Context: an optimization exercise on an open-source flow, tuned for small area. The choices shown serve that exercise and are no tape-out recipe. In this exercise RTL edits were held to simulation tests only and were not proved equivalent to the original. Power and IR drop assume default switching activity.

==> flow/design.v <==
package mips_pkg;
    localparam int unsigned DATA_W = 32;
    localparam int unsigned ADDR_W = 5;
    typedef logic [4:0]  reg_idx_t;
    typedef logic [31:0] word_t;
    localparam reg_idx_t REG_ZERO = 5'd0;
    localparam reg_idx_t REG_RA   = 5'd31;
endpackage
module regfile_read_port #(
    parameter int unsigned DATA_W = mips_pkg::DATA_W,
    parameter int unsigned ADDR_W = mips_pkg::ADDR_W
) (
    input  logic                               rst,
    input  logic [(1 << ADDR_W)-1:0][DATA_W-1:0] regs,
    input  logic [ADDR_W-1:0]                  read_reg,
    output logic [DATA_W-1:0]                  read_data
);
    always_comb begin
        read_data = '0;
        if (rst || read_reg == '0)
            read_data = '0;
        else
            read_data = regs[read_reg];
    end
endmodule
module mips_regfile #(
    parameter int unsigned DATA_W = mips_pkg::DATA_W,
    parameter int unsigned ADDR_W = mips_pkg::ADDR_W
) (
    input  logic              clk,
    input  logic              rst,
    input  logic              reg_write,
    input  logic [ADDR_W-1:0] write_reg,
    input  logic [DATA_W-1:0] write_data,
    input  logic [ADDR_W-1:0] read_reg1,
    input  logic [ADDR_W-1:0] read_reg2,
    output logic [DATA_W-1:0] read_data1,
    output logic [DATA_W-1:0] read_data2
);
    localparam int unsigned DEPTH = 1 << ADDR_W;
    logic [DEPTH-1:0][DATA_W-1:0] regs;
    always_ff @(posedge clk) begin
        if (rst)
            regs <= '0;
        else if (reg_write && write_reg != '0)
            regs[write_reg] <= write_data;
    end
    regfile_read_port #(.DATA_W(DATA_W), .ADDR_W(ADDR_W)) u_port1 (
        .rst        (rst),
        .regs       (regs),
        .read_reg   (read_reg1),
        .read_data  (read_data1)
    );
    regfile_read_port #(.DATA_W(DATA_W), .ADDR_W(ADDR_W)) u_port2 (
        .rst        (rst),
        .regs       (regs),
        .read_reg   (read_reg2),
        .read_data  (read_data2)
    );
endmodule
==> flow/config.mk <==
export PLATFORM = sky130hd
export DESIGN_NAME = mips_regfile
export DESIGN_NICKNAME = mips_regfile
export VERILOG_FILES = /design/flow/design.v
export SDC_FILE = /design/flow/constraint.sdc
export NUM_CORES = 4
export LEC_CHECK = 0
export CAP_MARGIN = 20
export CORE_MARGIN = 2
export CORE_UTILIZATION = 45
export PLACE_DENSITY = 0.6
export SLEW_MARGIN = 20
==> flow/constraint.sdc <==
create_clock -name core_clock -period 6.0 [get_ports {clk}]
set_input_delay 1.2000 -clock core_clock [delete_from_list [all_inputs] [get_ports {clk}]]
set_output_delay 1.2000 -clock core_clock [all_outputs]
set_load 0.01 [all_outputs]
run.sh (not shown) runs the stock make flow with config.mk's settings and CLKGATE_MAP_FILE= SYNTH_SCRIPT=/design/flow/synth_recipe.tcl, a recipe that flattens the netlist after the stock synthesis.
==> next run, changes <==
--- a/flow/design.v
+++ b/flow/design.v
@@ -11,16 +11,25 @@
     parameter int unsigned ADDR_W = mips_pkg::ADDR_W
 ) (
-    input  logic                               rst,
-    input  logic [(1 << ADDR_W)-1:0][DATA_W-1:0] regs,
-    input  logic [ADDR_W-1:0]                  read_reg,
-    output logic [DATA_W-1:0]                  read_data
+    input  logic                                 rst,
+    input  logic                                 phase,
+    input  logic [(1 << ADDR_W)-1:1][DATA_W-1:0] cells,
+    input  logic [ADDR_W-1:0]                    read_reg,
+    output logic [DATA_W-1:0]                    read_data
 );
+    localparam int unsigned DEPTH = 1 << ADDR_W;
+    logic [DEPTH-1:1] sel;
+    logic [DATA_W-1:0] raw;
+    logic              flip;
     always_comb begin
-        read_data = '0;
-        if (rst || read_reg == '0)
-            read_data = '0;
-        else
-            read_data = regs[read_reg];
+        for (int i = 1; i < DEPTH; i++)
+            sel[i] = !rst && (read_reg == ADDR_W'(i));
     end
+    always_comb begin
+        raw = '0;
+        for (int i = 1; i < DEPTH; i++)
+            raw = raw | (cells[i] & {DATA_W{sel[i]}});
+    end
+    assign flip      = phase && !rst && (read_reg != '0);
+    assign read_data = raw ^ {DATA_W{flip}};
 endmodule
 module mips_regfile #(
@@ -39,14 +48,26 @@
 );
     localparam int unsigned DEPTH = 1 << ADDR_W;
-    logic [DEPTH-1:0][DATA_W-1:0] regs;
+    logic                         phase;
+    logic [DEPTH-1:1][DATA_W-1:0] cells;
+    logic [DEPTH-1:1]             wr, hold;
+    logic [DATA_W-1:0]            col;
     always_ff @(posedge clk) begin
-        if (rst)
-            regs <= '0;
-        else if (reg_write && write_reg != '0)
-            regs[write_reg] <= write_data;
+        phase <= !rst && !phase;
+    end
+    assign col = write_data ^ {DATA_W{phase}};
+    always_comb begin
+        for (int i = 1; i < DEPTH; i++) begin
+            wr[i]   = rst ||  (reg_write && write_reg == ADDR_W'(i));
+            hold[i] = rst || !(reg_write && write_reg == ADDR_W'(i));
+        end
+    end
+    always_ff @(posedge clk) begin
+        for (int i = 1; i < DEPTH; i++)
+            cells[i] <= ~(({DATA_W{hold[i]}} | col) & (cells[i] | {DATA_W{wr[i]}}));
     end
     regfile_read_port #(.DATA_W(DATA_W), .ADDR_W(ADDR_W)) u_port1 (
         .rst        (rst),
-        .regs       (regs),
+        .phase      (phase),
+        .cells      (cells),
         .read_reg   (read_reg1),
         .read_data  (read_data1)
@@ -54,5 +75,6 @@
     regfile_read_port #(.DATA_W(DATA_W), .ADDR_W(ADDR_W)) u_port2 (
         .rst        (rst),
-        .regs       (regs),
+        .phase      (phase),
+        .cells      (cells),
         .read_reg   (read_reg2),
         .read_data  (read_data2)
- The new run produced a layout that fails on negative setup slack
- flip-flop and latch count falls by 31
- worst hold slack gets better by 0.0090 ns
- clock power increases by about 3%
- register-to-register slack degrades by 1.3 ns
- power climbs by 13%
- via count increases by 21%

-- afterwards: timing with drivers on the ports --
How much do the figures lean on ideal ports? The routed layouts below were timed once more, with nothing changed but the port constraints. Step 1 sets driving cells, clkbuf_16 on the clock port and buf_2 on the other inputs (assumed; they add their load-dependent delay and slew). Step 2 adds t to the input delays and takes it off the output delays; t is the mean of the earliest and latest rising clock arrival at the registers after step 1. Input paths then give back, and output paths get back, about the clock's delay inside the block. Three values: no drivers, after step 1, after step 2; two values: the first two.
run | t, ns | setup WS [ns] | worst register clock-pin slew, ns
the first run | 0.787 | 0.443 / 0.420 / 0.420 | 0.07 / 0.07
the second run | 0.803 | -0.129 / -0.152 / -0.152 | 0.07 / 0.07
